What follows belongs to an exercise in optimizing a design on an open flow for small area, a short achievable clock period and few clock cycles per item; a production flow would make more cautious choices. In this exercise RTL edits were held to simulation tests only and were not proved equivalent to the original. No activity file was given, so power comes from the tool's default toggle rates.

== exp/onyx ==
Design layer_top, start of the top module:
module layer_top (
  input  logic  clk,
  input  logic  reset,
  input  logic  s_valid,
  output logic  s_ready,
  input  layer_pkg::data_t data_in,
  output logic  m_valid,
  input  logic  m_ready,
  output layer_pkg::data_t data_out
);
clock: 8.0 ns
lec_check: 0
abc_clock_period_in_ps: 3000
cap_margin: 20
core_margin: 2
core_utilization: 40
place_density: 0.6
slew_margin: 20
run.sh (not shown) runs the stock make flow with config.mk's settings and CLKGATE_MAP_FILE= SYNTH_SCRIPT=/design/flow/synth_recipe.tcl, a recipe that flattens the netlist after the stock synthesis.
Testbench counts of exp/onyx, summed over its fixed seeds: cycles 3,160, vectors 192.
Relative to exp/onyx, the following input files were edited for exp/sierra:
Settings: setting SETUP_SLACK_MARGIN to 4 for the first time.
### Flow results
- exp/sierra vs exp/onyx, synthesis-to-finish area growth went up by 9.2 points.
- The master of the slowest instance on the critical path comes out fa_1 in one run and ha_1 in the other, namely in exp/sierra and exp/onyx respectively.
- Smallest setup slack after layout (lower): exp/onyx
- Compared exp/sierra vs exp/onyx, and worst hold slack is up in exp/sierra.
- Compared with exp/onyx, exp/sierra is hungrier on power.
- Changes observed in exp/sierra relative to exp/onyx: cell area shows an increase of 8.5%, number of flip-flops and latches shows no meaningful change.

========
red:
layer_top, a different RTL version from the one above (not shown whole).
Size: ~2500 cells after synthesis, roughly 38 I/O pins.
export LEC_CHECK = 0
export CAP_MARGIN = 20
export CORE_MARGIN = 2
export CORE_UTILIZATION = 40
export CTS_CLUSTER_DIAMETER = 120
export CTS_CLUSTER_SIZE = 20
export PLACE_DENSITY = 0.6
export SLEW_MARGIN = 20
create_clock -name core_clock -period 8.0 [get_ports {clk}]
standard.sh (not shown) runs the stock make flow with config.mk's settings and CLKGATE_MAP_FILE= SYNTH_SCRIPT=/design/flow/synth_recipe.tcl, a recipe that flattens the netlist after the stock synthesis.
==> flow/flow/run.sh <==
#!/bin/bash
# The standard layout with two changes:
# - Yosys's synth runs without its quick ABC pass (-noabc), so the adder tree reaches
#   extract_fa as written and maps to full and half adder cells without inverters
#   between them. The rest of synthesis (including the final ABC mapping) is standard.
# - The port buffers are buf_2 cells instead of the delay cells buffer_ports picks.
# - Timing repair aims for a setup slack of 5.15 ns; the clock and its constraints are unchanged.
# Every other step is the standard one. Each tool's output is in flow_make.log and in
# ORFS's own logs under orfs/logs.
set -euo pipefail
cd "$(dirname "$0")/.."
sed '1s/yosys synth -nofsm -noshare /yosys synth -nofsm -noshare -noabc /' synth_recipe.tcl > noabc_synth.tcl
grep -q -- '-noabc' noabc_synth.tcl
sed "s#SYNTH_SCRIPT=[^ ]*#SYNTH_SCRIPT=$PWD/noabc_synth.tcl 'BUFFER_PORTS_ARGS=-buffer_cell sky130_fd_sc_hd__buf_2' SETUP_SLACK_MARGIN=5.15#" standard.sh > noabc_standard.sh
grep -q 'noabc_synth.tcl' noabc_standard.sh
bash noabc_standard.sh > flow_make.log 2>&1
test -f out/final.def
Testbench counts of red, summed over its fixed seeds: cycles 3,160, vectors 192.
--- input diff red..blue ---
-- flow/flow/run.sh --
<<< red, line 1
#!/bin/bash
# The standard layout with two changes:
# - Yosys's synth runs without its quick ABC pass (-noabc), so the adder tree reaches
#   extract_fa as written and maps to full and half adder cells without inverters
>>> blue, line 1
#!/bin/bash
# The standard layout with three changes:
# - Yosys's synth runs without its quick ABC pass (-noabc), so the adder tree reaches
#   extract_fa as written and maps to full and half adder cells without inverters
--- outcome ---
- As far as count of buffer and inverter cells on the critical path goes, red and blue are indistinguishable; the numbers are identical.
- Reported for blue and red, overall power of the completed layout turned out identical to the last digit.
- As far as flip-flop and latch share of the layout cell area goes, red and blue are indistinguishable; the numbers are identical.
- The final layout from blue, which completed every stage, passed the timing, design-rule and antenna checks at the end of the flow.
- Compared with red, in blue worst setup slack essentially unchanged, final area essentially unchanged.
Input changes introduced in green (baseline for comparison: blue):
- setting ABC_AREA to 1 for the first time
- setting SETUP_SLACK_MARGIN to 5 for the first time
==> flow/flow/run.sh <==
#!/bin/bash
# The standard layout with two changes:
# - Yosys's synth runs without its quick ABC pass (-noabc), so the adder tree reaches
#   extract_fa as written and maps to full and half adder cells without inverters
#   between them. The rest of synthesis (including the final ABC mapping) is standard.
# - The port buffers are buf_2 cells instead of the delay cells buffer_ports picks.
# Every other step is the standard one. Each tool's output is in flow_make.log and in
# ORFS's own logs under orfs/logs.
set -euo pipefail
cd "$(dirname "$0")/.."
sed '1s/yosys synth -nofsm -noshare /yosys synth -nofsm -noshare -noabc /' synth_recipe.tcl > noabc_synth.tcl
grep -q -- '-noabc' noabc_synth.tcl
sed "s#SYNTH_SCRIPT=[^ ]*#SYNTH_SCRIPT=$PWD/noabc_synth.tcl 'BUFFER_PORTS_ARGS=-buffer_cell sky130_fd_sc_hd__buf_2'#" standard.sh > noabc_standard.sh
grep -q 'noabc_synth.tcl' noabc_standard.sh
bash noabc_standard.sh > flow_make.log 2>&1
test -f out/final.def
Results
green vs blue: via count of the first global-routing pass up by a few percent
NOTE: proportion of power drawn by combinational gates in green exceeds that of blue
Switching share of total power in green vs blue: up 4.0 points
--- input diff green..orange ---
- PLACE_DENSITY now 0.75, was 0.6
- ABC_AREA no longer set, was 1
Findings:
Count of port buffers added during placement: green vs orange identical. Synthesized area divided by synthesized cell count, green and orange: higher on orange. Comparing green and orange, setup slack is lower on green. Side by side, compound-gate portion of the synthesized area turned out higher in orange than in green. The critical path launch point comes out i_datapath.i_engine.bc_q[38] in one run and i_datapath.i_engine.bc_q[68] in the other, namely in orange and green respectively. In orange relative to green, clock buffer count in the final layout had gone down by a few percent. From green to orange the numbers moved as follows: final cell utilization of the core shrank by 0.30 points, core area shrank by about 3%.
--- input diff orange..purple ---
- CTS_CLUSTER_SIZE changed from 20 to 26
- CTS_CLUSTER_DIAMETER changed from 120 to 100
- SETUP_SLACK_MARGIN removed (was 5)
- PLACE_DENSITY changed from 0.75 to 0.6
==> flow/flow/run.sh <==
#!/bin/bash
# The standard layout with two changes:
# - Yosys's synth runs without its quick ABC pass (-noabc), so the adder tree reaches
#   extract_fa as written and maps to full and half adder cells without inverters
#   between them. The rest of synthesis (including the final ABC mapping) is standard.
# - The port buffers are buf_2 cells instead of the delay cells buffer_ports picks.
# - Timing repair aims for a setup slack of 5.15 ns; the clock and its constraints are unchanged.
# Every other step is the standard one. Each tool's output is in flow_make.log and in
# ORFS's own logs under orfs/logs.
set -euo pipefail
cd "$(dirname "$0")/.."
sed '1s/yosys synth -nofsm -noshare /yosys synth -nofsm -noshare -noabc /' synth_recipe.tcl > noabc_synth.tcl
grep -q -- '-noabc' noabc_synth.tcl
sed "s#SYNTH_SCRIPT=[^ ]*#SYNTH_SCRIPT=$PWD/noabc_synth.tcl 'BUFFER_PORTS_ARGS=-buffer_cell sky130_fd_sc_hd__buf_2' SETUP_SLACK_MARGIN=5.15#" standard.sh > noabc_standard.sh
grep -q 'noabc_synth.tcl' noabc_standard.sh
bash noabc_standard.sh > flow_make.log 2>&1
test -f out/final.def
## What came out
orange closes out successfully: all stages finished, all timing, DRC and antenna checks passed. purple reached the end of the flow, and the finished layout is clean on the timing, design-rule and antenna checks. Between purple and orange, post-detailed-placement half-perimeter wirelength is lower for orange, purple comes in above that. [purple vs orange] overall fraction of global-route tracks in use: higher in purple. Taking orange as the reference, in purple clock latency at the later pin of the worst-skew pair comparable; aggregate routed wire length now larger. Via count: purple vs orange, no meaningful difference. orange -> purple: buffering stage count on the worst path with inverters included delta 0, exact match. In the reports for purple and orange, the smaller met2 routed wirelength belongs to orange. From orange to purple the numbers moved as follows: sequential share of power has decreased, cell area rose by 3.2%, global-route wire length before repair went up 7.1%. Looking at critical path capture point, the i_datapath.i_engine.r1_q[50] result is from orange; the i_datapath.i_engine.r2_q[24] one comes from purple.

========
layer_top, a different RTL version from the one above (not shown whole).
Size: ~2,600 cells after synthesis, about 650 flip-flops, roughly 38 I/O pins.
==> flow/design.v (excerpt) <==
module layer_top (
  input  logic  clk,
  input  logic  reset,
  input  logic  s_valid,
  output logic  s_ready,
  input  layer_pkg::data_t data_in,
  output logic  m_valid,
  input  logic  m_ready,
  output layer_pkg::data_t data_out
);
  logic       in_xfer;     
  logic       x_load;      
  logic [15:0] out_j;      
  logic       issue;       
  logic       out_en;      
  logic       out_fifo;    
  localparam int DEPTH = 2;   
  localparam int NF = DEPTH + 1;
  logic [NF-1:0] fifo_wr;  
  logic [NF-1:0] fifo_rd;  
  layer_sequencer #(.DEPTH(DEPTH), .NF(NF)) i_sequencer (
    .clk      (clk),
    .reset    (reset),
    .s_valid  (s_valid),
    .s_ready  (s_ready),
    .m_ready  (m_ready),
    .m_valid  (m_valid),
    .in_xfer  (in_xfer),
    .x_load   (x_load),
    .out_j    (out_j),
    .issue    (issue),
    .out_en   (out_en),
    .out_fifo (out_fifo),
    .fifo_wr  (fifo_wr),
    .fifo_rd  (fifo_rd)
  );
  layer_datapath #(.NF(NF)) i_datapath (
    .clk      (clk),
    .in_xfer  (in_xfer),
    .data_in  (data_in),
    .x_load   (x_load),
    .out_j    (out_j),
    .issue    (issue),
    .out_en   (out_en),
    .out_fifo (out_fifo),
    .fifo_wr  (fifo_wr),
    .fifo_rd  (fifo_rd),
    .data_out (data_out)
  );
endmodule
export LEC_CHECK = 0
export CAP_MARGIN = 20
export CORE_MARGIN = 2
export CORE_UTILIZATION = 40
export CTS_CLUSTER_DIAMETER = 120
export CTS_CLUSTER_SIZE = 20
export PLACE_DENSITY = 0.6
export SLEW_MARGIN = 20
create_clock -name core_clock -period 8.0 [get_ports {clk}]
==> flow/flow/run.sh <==
#!/bin/bash
# The standard layout with two changes:
# - Yosys's synth runs without its quick ABC pass (-noabc), so the adder tree reaches
#   extract_fa as written and maps to full and half adder cells without inverters
#   between them. The rest of synthesis (including the final ABC mapping) is standard.
# - The port buffers are buf_2 cells instead of the delay cells buffer_ports picks.
# - Timing repair aims for a setup slack of 5.3 ns (a period of 8 - 5.3 ns); the clock and
#   its constraints are unchanged.
# Every other step is the standard one. Each tool's output is in flow_make.log and in
# ORFS's own logs under orfs/logs.
set -euo pipefail
cd "$(dirname "$0")/.."
sed '1s/yosys synth -nofsm -noshare /yosys synth -nofsm -noshare -noabc /' synth_recipe.tcl > noabc_synth.tcl
grep -q -- '-noabc' noabc_synth.tcl
sed "s#SYNTH_SCRIPT=[^ ]*#SYNTH_SCRIPT=$PWD/noabc_synth.tcl 'BUFFER_PORTS_ARGS=-buffer_cell sky130_fd_sc_hd__buf_2' SETUP_SLACK_MARGIN=5.3#" standard.sh > noabc_standard.sh
grep -q 'noabc_synth.tcl' noabc_standard.sh
bash noabc_standard.sh > flow_make.log 2>&1
test -f out/final.def
The starting point went through all stages and came out clean.
Testbench counts at the start, summed over its fixed seeds: cycles 3,160, vectors 192.
Edit:
--- a/flow/flow/run.sh
+++ b/flow/flow/run.sh
@@ -6,3 +6,3 @@
 # - The port buffers are buf_2 cells instead of the delay cells buffer_ports picks.
-# - Timing repair aims for a setup slack of 5.3 ns (a period of 8 - 5.3 ns); the clock and
+# - Timing repair aims for a setup slack of 5.6 ns (a period of 8 - 5.6 ns); the clock and
 #   its constraints are unchanged.
@@ -14,3 +14,3 @@
 grep -q -- '-noabc' noabc_synth.tcl
-sed "s#SYNTH_SCRIPT=[^ ]*#SYNTH_SCRIPT=$PWD/noabc_synth.tcl 'BUFFER_PORTS_ARGS=-buffer_cell sky130_fd_sc_hd__buf_2' SETUP_SLACK_MARGIN=5.3#" standard.sh > noabc_standard.sh
+sed "s#SYNTH_SCRIPT=[^ ]*#SYNTH_SCRIPT=$PWD/noabc_synth.tcl 'BUFFER_PORTS_ARGS=-buffer_cell sky130_fd_sc_hd__buf_2' SETUP_SLACK_MARGIN=5.6#" standard.sh > noabc_standard.sh
 grep -q 'noabc_synth.tcl' noabc_standard.sh
Sequential power is about the same; via count increases by 0.81%; combinational power is lower by about 20%; total power fell by 3.4%; area after synthesis is unchanged; clock power barely changes; count of clock-buffer cells in the layout goes up by 1; cell count is higher by 1.7%; hold slack loses 0.0076 ns; design area goes up by 5.2%; worst setup slack got worse by 0.050 ns.

re-timing with driven ports:
In the flow no input, the clock included, has a driving cell. The finished layouts below were timed again as built, in two steps.
Step 1, drivers: a clkbuf_16 drives clk and a buf_2 each remaining input, both assumed.
Step 2 times the ports against the registers' clock, not the clock port: input delays grow and output delays shrink by t, the midpoint of the rising clock arrivals with the driver on.
Slacks: ideal / step 1 / step 2; pairs: ideal / step 1.
run	t (ns)	setup WS [ns]	clock arrival spread, ns	worst data-port slew with drivers (ns)
exp/onyx	0.654	1.062 / 1.062 / 1.062	0.024 / 0.024	0.04
exp/sierra	0.657	2.252 / 2.252 / 2.252	0.037 / 0.038	0.04
red	0.651	5.153 / 5.153 / 4.783	0.040 / 0.039	0.04
blue	0.651	5.153 / 5.153 / 4.783	0.040 / 0.039	0.04
green	0.639	5.011 / 5.011 / 4.713	0.030 / 0.029	0.04
orange	0.654	5.025 / 5.025 / 4.585	0.037 / 0.036	0.04
purple	0.654	5.136 / 5.136 / 4.781	0.034 / 0.034	0.04
the first run of note 3	0.659	5.120 / 5.058 / 4.709	0.031 / 0.031	0.03
the second run of note 3	0.668	5.070 / 5.070 / 4.998	0.044 / 0.044	0.04
After both steps every run listed still meets setup and hold. For orange, which loses most, drivers alone change the setup slack by 0.000 ns; drivers and shift together by -0.440 ns.
